This is an optimization exercise on Yosys and OpenROAD, whose aim is small area and a short achievable clock period, not a production implementation.
The RTL was checked by simulation tests, not by an equivalence proof against the original design.
Power figures rest on the tool's default switching activity, not on a simulated workload.

// fire_seek_mode_sequencer
module fire_seek_mode_sequencer (
    input  logic        i_clk,
    input  logic        i_rst_n,
    input  logic        i_in_valid,
    output logic        i_in_ready,
    input  logic        i_in_operation,
    input  logic [9:0]  i_in_distance_cm,
    input  logic [31:0] i_in_now_tick,
    input  logic [1:0]  i_in_random_pick,
    input  logic        i_cfg_valid,
    output logic        i_cfg_ready,
    input  logic [2:0]  i_cfg_index,
    input  logic [15:0] i_cfg_data,
    output logic        o_out_valid,
    input  logic        o_out_ready,
    output logic [7:0]  o_out_servo_angle,
    output logic [2:0]  o_out_motion,
    output logic        o_out_fan_on,
    output logic [2:0]  o_out_mode,
    output logic        o_out_fire_seen,
    output logic        o_out_fire_near
);
Size: ~200 flip-flops, ~11000 µm² of cells after synthesis.
export LEC_CHECK = 0
export CAP_MARGIN = 20
export CORE_MARGIN = 2
export CORE_UTILIZATION = 40
export SETUP_SLACK_MARGIN = 2.0
export SLEW_MARGIN = 20
export TNS_END_PERCENT = 5
create_clock -name core_clock -period 6.0 [get_ports {i_clk}]
standard.sh (not shown) runs the stock make flow with config.mk's settings and CLKGATE_MAP_FILE= SYNTH_SCRIPT=/design/flow/synth_recipe.tcl, a recipe that flattens the netlist after the stock synthesis.
==> flow/flow/run.sh <==
#!/bin/bash
# Standard layout flow, except that the port buffers are plain buf_1 cells (which the
# resizer may upsize) instead of the default clkdlybuf4s50_1 delay buffers.
set -euo pipefail
# the standard synthesis, unchanged
bash standard.sh synth > synth.log 2>&1
# floorplan to final layout
bash standard.sh BUFFER_PORTS_ARGS="-buffer_cell sky130_fd_sc_hd__buf_1" finish > layout.log 2>&1
The first run went through all stages and came out clean.
Edit:
Settings changed: SETUP_SLACK_MARGIN 2.0 to 2.5.
Cell count rises slightly.
Wire length rises by a few percent.
Power rises by a few percent.
Synthesized area stays the same.
Die area is unchanged.
First-iteration DRC count rises by a quarter to a third.
Design area rises by a few percent.
Core utilization rises by 2.5 points.
Fmax rises by a little under a tenth.
Worst setup slack gains 0.26 ns.
Edit:
Settings changed: TNS_END_PERCENT 5 to default.
Outcome:
- sequential power stays flat
- die area does not change
- routed wire length rose by 5.9%
- synthesized area stays the same
- clock power hardly moves
- synthesized cell count does not change
- cell area rose by 4.7%
Edit:
Settings changed: SETUP_SLACK_MARGIN 2.5 to 2.2, TNS_END_PERCENT from default to 5.
Outcome:
- hold slack is better by 0.0036 ns
- wire length falls by 7.8%
- utilization falls by 4.0 points
- area after synthesis stays the same
Edit:
Settings changed: SYNTH_HIERARCHICAL from default to 1.
Die area came out higher by 2.1%.
Total power came out lower by 2.1%.
Sequential share of layout area came out lower by 0.96 points.
Final cell count came out higher by 2.0%.
Non-clock buffer count came out higher by 5.
Edit:
Settings changed: SYNTH_HIERARCHICAL 1 to default, TNS_END_PERCENT 5 to 2.
Result: Critical path depth is higher by 2; final cell count is lower slightly; clock skew stays flat; flip-flop and latch count stays the same; clock power hardly moves.

========
Setup of juniper:
fire_seek_mode_sequencer, a different RTL version from the one above (not shown whole).
For scale: ~1,200 cells after synthesis, about 89 I/O pins.
==> flow/config.mk <==
export PLATFORM = sky130hd
export DESIGN_NAME = fire_seek_mode_sequencer
export DESIGN_NICKNAME = fire_seek_mode_sequencer
export VERILOG_FILES = /design/flow/design.v
export SDC_FILE = /design/flow/constraint.sdc
export NUM_CORES = 4
export LEC_CHECK = 0
export CAP_MARGIN = 20
export CORE_MARGIN = 2
export CORE_UTILIZATION = 40
export SETUP_SLACK_MARGIN = 3.0
export SLEW_MARGIN = 20
==> flow/constraint.sdc <==
create_clock -name core_clock -period 6.0 [get_ports {i_clk}]
set_input_delay 1.2000 -clock core_clock [delete_from_list [all_inputs] [get_ports {i_clk}]]
set_output_delay 1.2000 -clock core_clock [all_outputs]
set_load 0.01 [all_outputs]
==> flow/flow/run.sh <==
#!/bin/bash
# Standard synthesis, then the combinational logic between the standard synthesis's
# registers is re-mapped by ABC as one network (without the separate adder cells), then the
# standard layout steps, with plain buf_1 port buffers in place of clkdlybuf4s50_1.
# The registers (names, count and cells) are those of the standard synthesis.
set -euo pipefail
R=orfs/results/sky130hd/fire_seek_mode_sequencer/base
LIB=$FLOW_HOME/platforms/sky130hd/lib/sky130_fd_sc_hd__tt_025C_1v80.lib
# the standard synthesis, unchanged
bash standard.sh synth > synth.log 2>&1
cp $R/1_2_yosys.v std_synth.v
# re-map the combinational logic
DONTUSE=$(sed -n '/^export DONT_USE_CELLS/,/^$/p' $FLOW_HOME/platforms/sky130hd/config.mk | grep -o 'sky130_fd_sc_hd__[A-Za-z0-9_]*' | sed 's/^/-dont_use /' | tr '\n' ' ')
SEQ=$(grep -oE '^\s*sky130_fd_sc_hd__(df|edf|sdf|dl|conb)\w*' std_synth.v | sort -u | tr '\n' ' ')
ABCSCRIPT=$(sed -n 's/^ABC_SCRIPT=//p' flow/resyn.cfg)
cat > resyn.ys <<EOT
read_liberty -ignore_miss_func $LIB
read_verilog std_synth.v
hierarchy -top $FLOW_TOP
blackbox $SEQ
flatten
opt_clean
abc -liberty $LIB $DONTUSE ${ABCSCRIPT:+-script $FLOW_HOME/scripts/$ABCSCRIPT} -D 3000
opt_clean -purge
splitnets
opt_clean -purge
hilomap -singleton -hicell sky130_fd_sc_hd__conb_1 HI -locell sky130_fd_sc_hd__conb_1 LO
insbuf -buf sky130_fd_sc_hd__buf_4 A X
opt_clean -purge
stat -liberty $LIB
write_verilog -noattr -noexpr -nohex -nodec resyn.v
EOT
yosys -q -l resyn.log resyn.ys
cp resyn.v $R/1_2_yosys.v
rm -f $R/1_synth.odb $R/1_synth.sdc
# floorplan to final layout
bash standard.sh BUFFER_PORTS_ARGS="-buffer_cell sky130_fd_sc_hd__buf_1" finish > layout.log 2>&1
==> flow/flow/resyn.cfg <==
ABC_SCRIPT=abc_speed.script
juniper did not stop at any stage, and its layout met the timing, design-rule and antenna checks.
The following lists how fjord was set up differently from juniper:
- SETUP_SLACK_MARGIN now 2.5, was 3.0
- TNS_END_PERCENT now 5, previously not set
- CORE_UTILIZATION now 60, was 40
==> flow/flow/run.sh <==
#!/bin/bash
# Standard layout flow, except that the port buffers are plain buf_1 cells (which the
# resizer may upsize) instead of the default clkdlybuf4s50_1 delay buffers.
set -euo pipefail
# the standard synthesis, unchanged
bash standard.sh synth > synth.log 2>&1
# floorplan to final layout
bash standard.sh BUFFER_PORTS_ARGS="-buffer_cell sky130_fd_sc_hd__buf_1" finish > layout.log 2>&1
removed: flow/flow/resyn.cfg
==> comparison <==
Of fjord and juniper, the lower post-detailed-placement cell area belongs to fjord. On cell internal power dissipation: fjord sits below juniper. In the reports for fjord and juniper, the smaller final non-filler cell total belongs to fjord. Capturing element of the worst setup path: r_out_fire_near -> juniper, u_core.r_tmr[31] -> fjord. fjord against juniper: measured slew at the worst slew-check pin now sits higher; final instance area shrank by 8.4%.
Relative to fjord, the following input files were edited for nickel:
- swapping 60 for 40 in CORE_UTILIZATION
==> run summary <==
nickel closes out successfully: all stages finished, all timing, DRC and antenna checks passed.
Re internal power: nickel and fjord aren't equal, and the higher value belongs to nickel.
Looking at count of plain and timing-repair buffers, nickel sits below fjord.
nickel ended up with u_core.r_tmr[1] as its critical path endpoint; fjord ended up with u_core.r_tmr[31].
[compare] base=fjord new=nickel: met1 track demand over resource fell by 12 points; clock group share of total power lower; synthesis-to-finish area growth saw a decrease; setup fix buffers added after clock tree synthesis fell by 9.
After detailed routing, fjord needs more wire than nickel.
nickel — global-route usage 9.4 points lower, fjord as reference
--- input diff nickel..tundra ---
- a deleted TNS_END_PERCENT that had been 5
- a change of SETUP_SLACK_MARGIN from 2.5 to 3.0
Notes after the runs:
Summary of the comparison: weighted congestion reported at the end of routability-driven placement is higher in tundra, relative to nickel. Going from nickel to tundra, the power was found to have gone up by 0.00012 W. Compared with nickel, in tundra combinational fraction of design power up 3.8 points; clock buffer count fell by 2; post-placement cell area climbed about 0.9%; final design instance area without fill now sits higher. Compared with nickel, tundra shows maximum vdd ir drop that has gone up by more than 10%. The routed wire length in tundra was higher than what nickel gave. Looking at global-route wire length before repair, tundra sits above nickel. Comparing tundra and nickel, clock power is higher on nickel.

========
## cedar
Starting RTL as in the previous note.
Design fire_seek_mode_sequencer, start of the top module:
module fire_seek_mode_sequencer (
    input  logic        i_clk,
    input  logic        i_rst_n,
    input  logic        i_in_valid,
    output logic        i_in_ready,
    input  logic        i_in_operation,
    input  logic [9:0]  i_in_distance_cm,
    input  logic [31:0] i_in_now_tick,
    input  logic [1:0]  i_in_random_pick,
    input  logic        i_cfg_valid,
    output logic        i_cfg_ready,
    input  logic [2:0]  i_cfg_index,
    input  logic [15:0] i_cfg_data,
    output logic        o_out_valid,
    input  logic        o_out_ready,
    output logic [7:0]  o_out_servo_angle,
    output logic [2:0]  o_out_motion,
    output logic        o_out_fan_on,
    output logic [2:0]  o_out_mode,
    output logic        o_out_fire_seen,
    output logic        o_out_fire_near
);
export LEC_CHECK = 0
export CAP_MARGIN = 20
export CORE_MARGIN = 2
export CORE_UTILIZATION = 40
export GPL_ROUTABILITY_DRIVEN = 0
export SETUP_SLACK_MARGIN = 2.5
export SLEW_MARGIN = 20
export TNS_END_PERCENT = 5
create_clock -name core_clock -period 6.0 [get_ports {i_clk}]
==> flow/flow/run.sh <==
#!/bin/bash
# Standard layout flow, except that the port buffers are plain buf_1 cells (which the
# resizer may upsize) instead of the default clkdlybuf4s50_1 delay buffers.
set -euo pipefail
# the standard synthesis, unchanged
bash standard.sh synth > synth.log 2>&1
# floorplan to final layout
bash standard.sh BUFFER_PORTS_ARGS="-buffer_cell sky130_fd_sc_hd__buf_1" finish > layout.log 2>&1
Edits applied to the flow inputs when going from cedar to amber:
Settings: GPL_ROUTABILITY_DRIVEN removed (was 0); SETUP_SLACK_MARGIN changed from 2.5 to 3.0; TNS_END_PERCENT removed (was 5).
==> flow/flow/run.sh <==
#!/bin/bash
# Standard synthesis, then the combinational logic between the standard synthesis's
# registers is re-mapped by ABC as one network (without the separate adder cells), then the
# standard layout steps, with plain buf_1 port buffers in place of clkdlybuf4s50_1.
# The registers (names, count and cells) are those of the standard synthesis.
set -euo pipefail
R=orfs/results/sky130hd/fire_seek_mode_sequencer/base
LIB=$FLOW_HOME/platforms/sky130hd/lib/sky130_fd_sc_hd__tt_025C_1v80.lib
# the standard synthesis, unchanged
bash standard.sh synth > synth.log 2>&1
cp $R/1_2_yosys.v std_synth.v
# re-map the combinational logic
DONTUSE=$(sed -n '/^export DONT_USE_CELLS/,/^$/p' $FLOW_HOME/platforms/sky130hd/config.mk | grep -o 'sky130_fd_sc_hd__[A-Za-z0-9_]*' | sed 's/^/-dont_use /' | tr '\n' ' ')
SEQ=$(grep -oE '^\s*sky130_fd_sc_hd__(df|edf|sdf|dl|conb)\w*' std_synth.v | sort -u | tr '\n' ' ')
ABCSCRIPT=$(sed -n 's/^ABC_SCRIPT=//p' flow/resyn.cfg)
cat > resyn.ys <<EOT
read_liberty -ignore_miss_func $LIB
read_verilog std_synth.v
hierarchy -top $FLOW_TOP
blackbox $SEQ
flatten
opt_clean
abc -liberty $LIB $DONTUSE ${ABCSCRIPT:+-script $FLOW_HOME/scripts/$ABCSCRIPT} -D 3000
opt_clean -purge
splitnets
opt_clean -purge
hilomap -singleton -hicell sky130_fd_sc_hd__conb_1 HI -locell sky130_fd_sc_hd__conb_1 LO
insbuf -buf sky130_fd_sc_hd__buf_4 A X
opt_clean -purge
stat -liberty $LIB
write_verilog -noattr -noexpr -nohex -nodec resyn.v
EOT
yosys -q -l resyn.log resyn.ys
cp resyn.v $R/1_2_yosys.v
rm -f $R/1_synth.odb $R/1_synth.sdc
# floorplan to final layout
bash standard.sh BUFFER_PORTS_ARGS="-buffer_cell sky130_fd_sc_hd__buf_1" finish > layout.log 2>&1
==> flow/flow/resyn.cfg (new file) <==
ABC_SCRIPT=
--- outcome ---
cedar was routed with fewer vias than amber.
Total of plain and repair buffers excluding clock buffers is higher on amber
From cedar to amber the numbers moved as follows: global-route met2 utilization grew by 5.0 points; internal power summed over all cells saw an increase; multi-input logic area saw a decrease; post-CTS setup buffer count grew by 65.
The setup slack in amber sits 0.71 ns below the value recorded for cedar.
[inputs] willow vs amber
Settings: TNS_END_PERCENT now 1, previously not set; SETUP_SLACK_MARGIN now 2.5, was 3.0.
==> flow/flow/run.sh <==
#!/bin/bash
# Standard layout flow, except that the port buffers are plain buf_1 cells (which the
# resizer may upsize) instead of the default clkdlybuf4s50_1 delay buffers.
set -euo pipefail
# the standard synthesis, unchanged
bash standard.sh synth > synth.log 2>&1
# floorplan to final layout
bash standard.sh BUFFER_PORTS_ARGS="-buffer_cell sky130_fd_sc_hd__buf_1" finish > layout.log 2>&1
removed: flow/flow/resyn.cfg
==> run summary <==
Die area, willow and amber, lower one = amber.
Summary of willow over amber: area of the multi-input gates climbed about 2.6%, post-route total power shows a reduction of about 2%, cell area fell by 660 um^2, post-route clock period utilization saw a decrease.
Run comparison: willow termination of the worst setup path u_core.r_tmr[1]$_DFFE_PP_; amber termination of the worst setup path u_core.r_pdl[31]$_DFFE_PP_
Looking at master of the slowest instance on the critical path, the a2111o_1 result is from amber; the a222oi_1 one comes from willow.
For the row count, willow came in 5.1% higher than amber did.
Re worst setup slack: willow and amber aren't equal, and the higher value belongs to willow.
[diff] time the final worst path needs with I/O delays and setup, willow relative to amber: improvement
Diff amber -> willow | clock power | increase of about 4%
Between willow and amber, the difference in via count of the first global-routing pass is negligible.
Input changes introduced in yarrow (baseline for comparison: willow):
Settings: SETUP_SLACK_MARGIN: 2.5 -> 2.0; TNS_END_PERCENT: 1 -> unset.
[summary]
yarrow finished every step from synthesis to the final layout, and the layout passed the timing, design-rule and antenna checks. Comparing the two runs side by side, yarrow comes out ahead of willow on total power. The met3 track demand over resource in global routing number comes out lower for yarrow vs willow. yarrow vs willow — count of clock-buffer cells in the layout rose 2.

==> port drivers added, routing unchanged <==
How much do the figures lean on ideal ports? The routed layouts below were timed once more, with nothing changed but the port constraints. Step 1 assumes that a clkbuf_16 drives the clock port and a buf_2 every other input. Step 2, shift: input delay + t, output delay - t, t = (earliest + latest rising clock arrival at the registers) / 2. This alone moves slack from input paths to output paths. a / b / c = ideal ports / drivers / drivers and shift; a / b = the first two.
run	shift t [ns]	slack for setup (ns)	worst setup path at the end	latest minus earliest clock arrival (ns)	worst slew at a driven data input, ns
the first run of note 1	0.479	2.137 / 2.137 / 1.681	input to register	0.011 / 0.011	0.07
the second run of note 1	0.473	2.395 / 2.391 / 1.918	input to register	0.013 / 0.013	0.09
the third run of note 1	0.482	2.385 / 2.380 / 1.897	input to register	0.018 / 0.017	0.07
the fourth run of note 1	0.476	2.277 / 2.289 / 1.813	input to register	0.020 / 0.021	0.07
the fifth run of note 1	0.484	2.170 / 2.158 / 1.674	input to register	0.011 / 0.011	0.07
the sixth run of note 1	0.481	2.213 / 2.176 / 1.695	input to register	0.013 / 0.013	0.08
juniper	0.492	2.070 / 2.077 / 1.585	input to register	0.019 / 0.019	0.10
fjord	0.489	2.338 / 2.357 / 1.868	input to register	0.015 / 0.016	0.06
nickel	0.481	2.407 / 2.433 / 1.952	input to register	0.019 / 0.018	0.07
tundra	0.490	2.452 / 2.475 / 1.984	input to register	0.013 / 0.013	0.09
cedar	0.481	2.407 / 2.433 / 1.952	input to register	0.019 / 0.018	0.07
amber	0.481	1.697 / 1.687 / 1.206	input to register	0.016 / 0.015	0.10
willow	0.483	2.409 / 2.434 / 1.951	input to register	0.018 / 0.018	0.07
yarrow	0.473	2.158 / 2.185 / 1.712	input to register	0.022 / 0.022	0.06
After both steps every run listed still meets setup and hold. For the sixth run of note 1, which loses most, drivers alone change the setup slack by -0.037 ns; drivers and shift together by -0.518 ns.
